This is an optimization exercise on Yosys and OpenROAD, whose aim is small area, a short achievable clock period and few clock cycles per item, not a production implementation.
RTL that was checked went through simulation tests only; none was proved equivalent to the original.
Power is estimated from default activity; no workload was simulated.

==> module alu_arbiter, before the edit <==
module alu_arbiter
#(
  parameter int WIDTH   = 32,
  parameter int MUL_LAT = 3
) (
  input  logic             clk,
  input  logic             rst_n,
  input  logic             req0_valid,
  output logic             req0_ready,
  input  logic [2:0]       req0_op,
  input  logic [WIDTH-1:0] req0_a,
  input  logic [WIDTH-1:0] req0_b,
  input  logic             req1_valid,
  output logic             req1_ready,
  input  logic [2:0]       req1_op,
  input  logic [WIDTH-1:0] req1_a,
  input  logic [WIDTH-1:0] req1_b,
  output logic             resp_valid,
  input  logic             resp_ready,
  output logic             resp_id,
  output logic [WIDTH-1:0] resp_data,
  output logic             resp_zero,
  output logic             resp_neg
);
  logic last_grant, cap0, cap1, cid, en, acc0, acc1, acc;
  logic [2:0] op_g;
  logic [31:0] a_g, b_g, bm_g, by_g, y;
  logic cin_q, f_q;
  logic [31:0] a_q, by_q;
  logic [15:0] one_g, two_g, neg_g, one_q, two_q, neg_q;
  logic cin_g, f_g;
  assign en         = ~resp_valid | resp_ready;
  assign req0_ready = cap0 & en & (last_grant | ~req1_valid);
  assign req1_ready = cap1 & en & (~last_grant | ~req0_valid);
  assign acc0       = req0_valid & req0_ready;
  assign acc1       = req1_valid & req1_ready;
  assign acc        = acc0 | acc1;
  assign op_g = cid ? req0_op : req1_op;
  assign a_g  = cid ? req0_a  : req1_a;
  assign b_g  = cid ? req0_b  : req1_b;
  always_comb begin
    cin_g = 1'b0;
    f_g   = 1'b0;
    bm_g  = 32'd1;
    by_g  = '0;
    case (op_g)
      alu_pkg::ALU_MUL: bm_g = b_g;
      alu_pkg::ALU_SHL: bm_g = 32'd1 << b_g[4:0];
      alu_pkg::ALU_OR:  by_g = b_g & ~a_g;
      alu_pkg::ALU_SUB, alu_pkg::ALU_CMP: begin cin_g = 1'b1; by_g = ~b_g; end
      alu_pkg::ALU_CMM: begin cin_g = 1'b1; f_g = 1'b1; by_g = ~b_g; end
      alu_pkg::ALU_CME: begin f_g = 1'b1; by_g = ~b_g; end
      default: by_g = b_g;
    endcase
  end
  always_ff @(posedge clk or negedge rst_n) begin
    if (!rst_n) begin
      last_grant <= 1'b1;
      cid        <= 1'b0;
      cap0       <= 1'b0;
      cap1       <= 1'b0;
      resp_valid <= 1'b0;
    end else begin
      if (acc) last_grant <= acc1;
      cid <= ~cid;
      cap0 <= cid & req0_valid;
      cap1 <= ~cid & req1_valid;
      if (en) resp_valid <= acc;
    end
  end
  always_ff @(posedge clk) begin
    a_q   <= a_g;
    one_q <= one_g;
    two_q <= two_g;
    neg_q <= neg_g;
    for (int i = 0; i < 16; i++) begin
      by_q[2*i]   <= by_g[2*i];
      by_q[2*i+1] <= by_g[2*i+1] | (neg_g[i] & ~(one_g[i] & a_g[0]));
    end
    cin_q <= cin_g;
    f_q   <= f_g;
    if (en) begin
      resp_data <= y;
      resp_id   <= cid;
    end
  end
  alu_booth u_booth (.b(bm_g), .one(one_g), .two(two_g), .neg(neg_g));
  alu_core u_core (.a(a_q), .one(one_q), .two(two_q), .neg(neg_q), .by(by_q), .cin(cin_q), .f(f_q), .y(y));
  assign resp_zero = resp_data == '0;
  assign resp_neg  = resp_data[WIDTH-1];
endmodule
==> flow/config.mk <==
export PLATFORM = sky130hd
export DESIGN_NAME = alu_arbiter
export DESIGN_NICKNAME = alu_arbiter
export VERILOG_FILES = /design/flow/design.v
export SDC_FILE = /design/flow/constraint.sdc
export NUM_CORES = 4
export LEC_CHECK = 0
export CAP_MARGIN = 20
export CORE_MARGIN = 2
export CORE_UTILIZATION = 65
export PLACE_DENSITY = 0.75
export SLEW_MARGIN = 20
export SYNTH_HIERARCHICAL = 1
export SYNTH_MINIMUM_KEEP_SIZE = 0
==> flow/constraint.sdc <==
create_clock -name core_clock -period 12.5 [get_ports {clk}]
set_input_delay 2.5000 -clock core_clock [delete_from_list [all_inputs] [get_ports {clk}]]
set_output_delay 2.5000 -clock core_clock [all_outputs]
set_load 0.01 [all_outputs]
standard.sh (not shown) runs the stock make flow with config.mk's settings and CLKGATE_MAP_FILE= SYNTH_SCRIPT=/design/flow/synth_recipe.tcl, a recipe that flattens the netlist after the stock synthesis.
==> flow/flow/run.sh <==
#!/bin/bash
# Layout: the standard ORFS flow (standard.sh), unchanged except for
# make-variable settings: a larger setup repair target (the SDC, clock period
# and I/O delays are untouched), plain buffers on the ports, and clock tree
# synthesis without dummy loads.
set -euo pipefail
bash standard.sh \
  SETUP_SLACK_MARGIN=6.9 \
  "BUFFER_PORTS_ARGS=-buffer_cell sky130_fd_sc_hd__buf_1" \
  "CTS_ARGS=-sink_clustering_enable -repair_clock_nets -dont_use_dummy_load" \
  finish > standard_flow.log 2>&1
Testbench counts at the start, summed over its fixed seeds: cycles 4,016, items 4,000.
Change:
--- a/flow/design.v
+++ b/flow/design.v
@@ -902,8 +902,10 @@
   logic cin_g, f_g;
   assign en         = ~resp_valid | resp_ready;
-  assign req0_ready = cap0 & en & (last_grant | ~req1_valid);
-  assign req1_ready = cap1 & en & (~last_grant | ~req0_valid);
-  assign acc0       = req0_valid & req0_ready;
-  assign acc1       = req1_valid & req1_ready;
+  alu_ready u_ready0 (.cap(cap0), .resp_valid(resp_valid), .resp_ready(resp_ready),
+                      .prio(last_grant), .other_valid(req1_valid), .ready(req0_ready));
+  alu_ready u_ready1 (.cap(cap1), .resp_valid(resp_valid), .resp_ready(resp_ready),
+                      .prio(~last_grant), .other_valid(req0_valid), .ready(req1_ready));
+  assign acc0       = req0_valid & cap0 & en & (last_grant | ~req1_valid);
+  assign acc1       = req1_valid & cap1 & en & (~last_grant | ~req0_valid);
   assign acc        = acc0 | acc1;
   assign op_g = cid ? req0_op : req1_op;
@@ -961,2 +963,12 @@
   assign resp_neg  = resp_data[WIDTH-1];
 endmodule
+module alu_ready (
+  input  logic cap,
+  input  logic resp_valid,
+  input  logic resp_ready,
+  input  logic prio,
+  input  logic other_valid,
+  output logic ready
+);
+  assign ready = cap & (~resp_valid | resp_ready) & (prio | ~other_valid);
+endmodule
Effect: The changed run finished clean; register-to-register slack hardly moves; total power drops by 1.1%; final area is about the same; routed wire length stays flat; count of clock-buffer cells in the layout stays the same; sequential share of layout area stays flat; first-iteration DRC count rises by 12%.
Function not checked in the second run of this note: the RTL went through the layout flow alone.

---

alu_arbiter, a different RTL version from the one above (not shown whole).
Size: roughly 1900 cells after synthesis, roughly 150 flip-flops, about 180 I/O pins.
==> flow/config.mk <==
export PLATFORM = sky130hd
export DESIGN_NAME = alu_arbiter
export DESIGN_NICKNAME = alu_arbiter
export VERILOG_FILES = /design/flow/design.v
export SDC_FILE = /design/flow/constraint.sdc
export NUM_CORES = 4
export LEC_CHECK = 0
export CAP_MARGIN = 20
export CORE_MARGIN = 2
export CORE_UTILIZATION = 65
export PLACE_DENSITY = 0.75
export SLEW_MARGIN = 20
export SYNTH_HIERARCHICAL = 1
export SYNTH_MINIMUM_KEEP_SIZE = 0
==> flow/constraint.sdc <==
create_clock -name core_clock -period 12.5 [get_ports {clk}]
set_input_delay 2.5000 -clock core_clock [delete_from_list [all_inputs] [get_ports {clk}]]
set_output_delay 2.5000 -clock core_clock [all_outputs]
set_load 0.01 [all_outputs]
==> flow/flow/run.sh <==
#!/bin/bash
# Layout: the standard ORFS flow (standard.sh), unchanged except for
# make-variable settings: a larger setup repair target (the SDC, clock period
# and I/O delays are untouched), plain buffers on the ports, and clock tree
# synthesis without dummy loads.
set -euo pipefail
bash standard.sh \
  SETUP_SLACK_MARGIN=6.75 \
  "BUFFER_PORTS_ARGS=-buffer_cell sky130_fd_sc_hd__buf_1" \
  "CTS_ARGS=-sink_clustering_enable -repair_clock_nets -dont_use_dummy_load" \
  finish > standard_flow.log 2>&1
The first run produced a clean layout.
Next try:
--- a/flow/design.v
+++ b/flow/design.v
@@ -832,18 +832,19 @@
   wire s524, c525;
   alu_fa u_s524 (.a(c460), .b(s461), .c(s395), .s(s524), .co(c525));
   wire s526, c527;
   alu_fa u_s526 (.a(c462), .b(s463), .c(s399), .s(s526), .co(c527));
   wire s528, c529;
   alu_fa u_s528 (.a(c464), .b(s465), .c(s403), .s(s528), .co(c529));
   wire s530;
   alu_fa u_s530 (.a(c466), .b(s467), .c(s406), .s(s530), .co());
   logic [31:0] ms, mc, s;
+  logic flag;
   assign ms[0] = s468;
   assign mc[0] = pp_0_0;
   assign ms[1] = c469;
   assign mc[1] = s470;
   assign ms[2] = c471;
   assign mc[2] = s472;
   assign ms[3] = c473;
   assign mc[3] = s474;
   assign ms[4] = c475;
@@ -897,20 +898,20 @@
   assign ms[28] = c523;
   assign mc[28] = s524;
   assign ms[29] = c525;
   assign mc[29] = s526;
   assign ms[30] = c527;
   assign mc[30] = s528;
   assign ms[31] = c529;
   assign mc[31] = s530;
   assign s = ms + mc;
-  assign y[31:1] = f ? 31'b0 : s[31:1];
-  assign y[0] = (f & (a[31] ^ by[31])) ? s[31] : (f ? a[31] : s[0]);
+  assign flag = (a[31] ~^ by[31]) ? a[31] : s[31];
+  assign y = f ? {31'b0, flag} : s;
 endmodule
 module alu_fa (input logic a, b, c, output logic s, co);
   assign s  = a ^ b ^ c;
   assign co = (a & b) | (a & c) | (b & c);
 endmodule
 module alu_ha (input logic a, b, output logic s, co);
   assign s  = a ^ b;
   assign co = a & b;
 endmodule
@@ -948,28 +949,28 @@
   input  logic [WIDTH-1:0] req1_a,
   input  logic [WIDTH-1:0] req1_b,
   output logic             resp_valid,
   input  logic             resp_ready,
   output logic             resp_id,
   output logic [WIDTH-1:0] resp_data,
   output logic             resp_zero,
   output logic             resp_neg
 );
-  logic last_grant, cap0, cap1, cid, en, acc0, acc1, acc;
+  logic last_grant, cv, cid, en, acc0, acc1, acc;
   logic [2:0] op_g;
   logic [31:0] a_g, b_g, bm_g, by_g, y;
   logic cin_q, f_q;
   logic [31:0] a_q, by_q;
   logic [15:0] one_g, two_g, neg_g, one_q, two_q, neg_q;
   logic cin_g, f_g;
   assign en         = ~resp_valid | resp_ready;
-  assign req0_ready = cap0 & en & (last_grant | ~req1_valid);
-  assign req1_ready = cap1 & en & (~last_grant | ~req0_valid);
+  assign req0_ready = cv & ~cid & en & (last_grant | ~req1_valid);
+  assign req1_ready = cv &  cid & en & (~last_grant | ~req0_valid);
   assign acc0       = req0_valid & req0_ready;
   assign acc1       = req1_valid & req1_ready;
   assign acc        = acc0 | acc1;
   assign op_g = cid ? req0_op : req1_op;
   assign a_g  = cid ? req0_a  : req1_a;
   assign b_g  = cid ? req0_b  : req1_b;
   always_comb begin
     cin_g = 1'b0;
     f_g   = 1'b0;
@@ -983,26 +984,24 @@
       alu_pkg::ALU_CMM: begin cin_g = 1'b1; f_g = 1'b1; by_g = ~b_g; end
       alu_pkg::ALU_CME: begin f_g = 1'b1; by_g = ~b_g; end
       default: by_g = b_g;
     endcase
   end
   always_ff @(posedge clk or negedge rst_n) begin
     if (!rst_n) begin
       last_grant <= 1'b1;
       cid        <= 1'b0;
-      cap0       <= 1'b0;
-      cap1       <= 1'b0;
+      cv         <= 1'b0;
       resp_valid <= 1'b0;
     end else begin
       if (acc) last_grant <= acc1;
       cid <= ~cid;
-      cap0 <= cid & req0_valid;
-      cap1 <= ~cid & req1_valid;
+      cv  <= cid ? req0_valid : req1_valid;
       if (en) resp_valid <= acc;
     end
   end
   always_ff @(posedge clk) begin
     a_q   <= a_g;
     one_q <= one_g;
     two_q <= two_g;
     neg_q <= neg_g;
     by_q  <= by_g;
Effect: First-iteration DRC count went down by 20%; total power stays flat; setup slack degrades by 0.021 ns; via count went down by 4.3%; utilization went down by 0.20 points; final area went down by 0.83%; synthesized cell count went down by 5.3%; routed wire length went down by 2.0%.
Testbench counts after the change, summed over its fixed seeds: cycles 4,016, items 4,000.
No functional check of the RTL was part of the first run of this note.

==> afterwards: timing with drivers on the ports <==
How much do the figures lean on ideal ports? The routed layouts below were timed once more, with nothing changed but the port constraints.
Step 1 assumes that a clkbuf_16 drives the clock port and a buf_2 every other input.
Step 2, shift: input delay + t, output delay - t, t = (earliest + latest rising clock arrival at the registers) / 2. This alone moves slack from input paths to output paths.
Slacks: no drivers / after step 1 / after step 2; pairs: no drivers / after step 1.
run | shift t [ns] | slack for setup (ns) | worst hold slack (ns)
the first run of note 1 | 0.478 | 6.892 / 6.869 / 6.869 | 0.484 / 0.484 / 0.484
the second run of note 1 | 0.473 | 6.938 / 6.914 / 6.914 | 0.512 / 0.512 / 0.512
the first run of note 2 | 0.475 | 6.790 / 6.790 / 6.790 | 0.474 / 0.474 / 0.474
the second run of note 2 | 0.476 | 6.769 / 6.747 / 6.747 | 0.574 / 0.574 / 0.574
After both steps setup and hold are still met in every run listed. The setup slack of the second run of note 1, which loses most, moves by -0.024 ns with the drivers and by -0.024 ns with both steps.
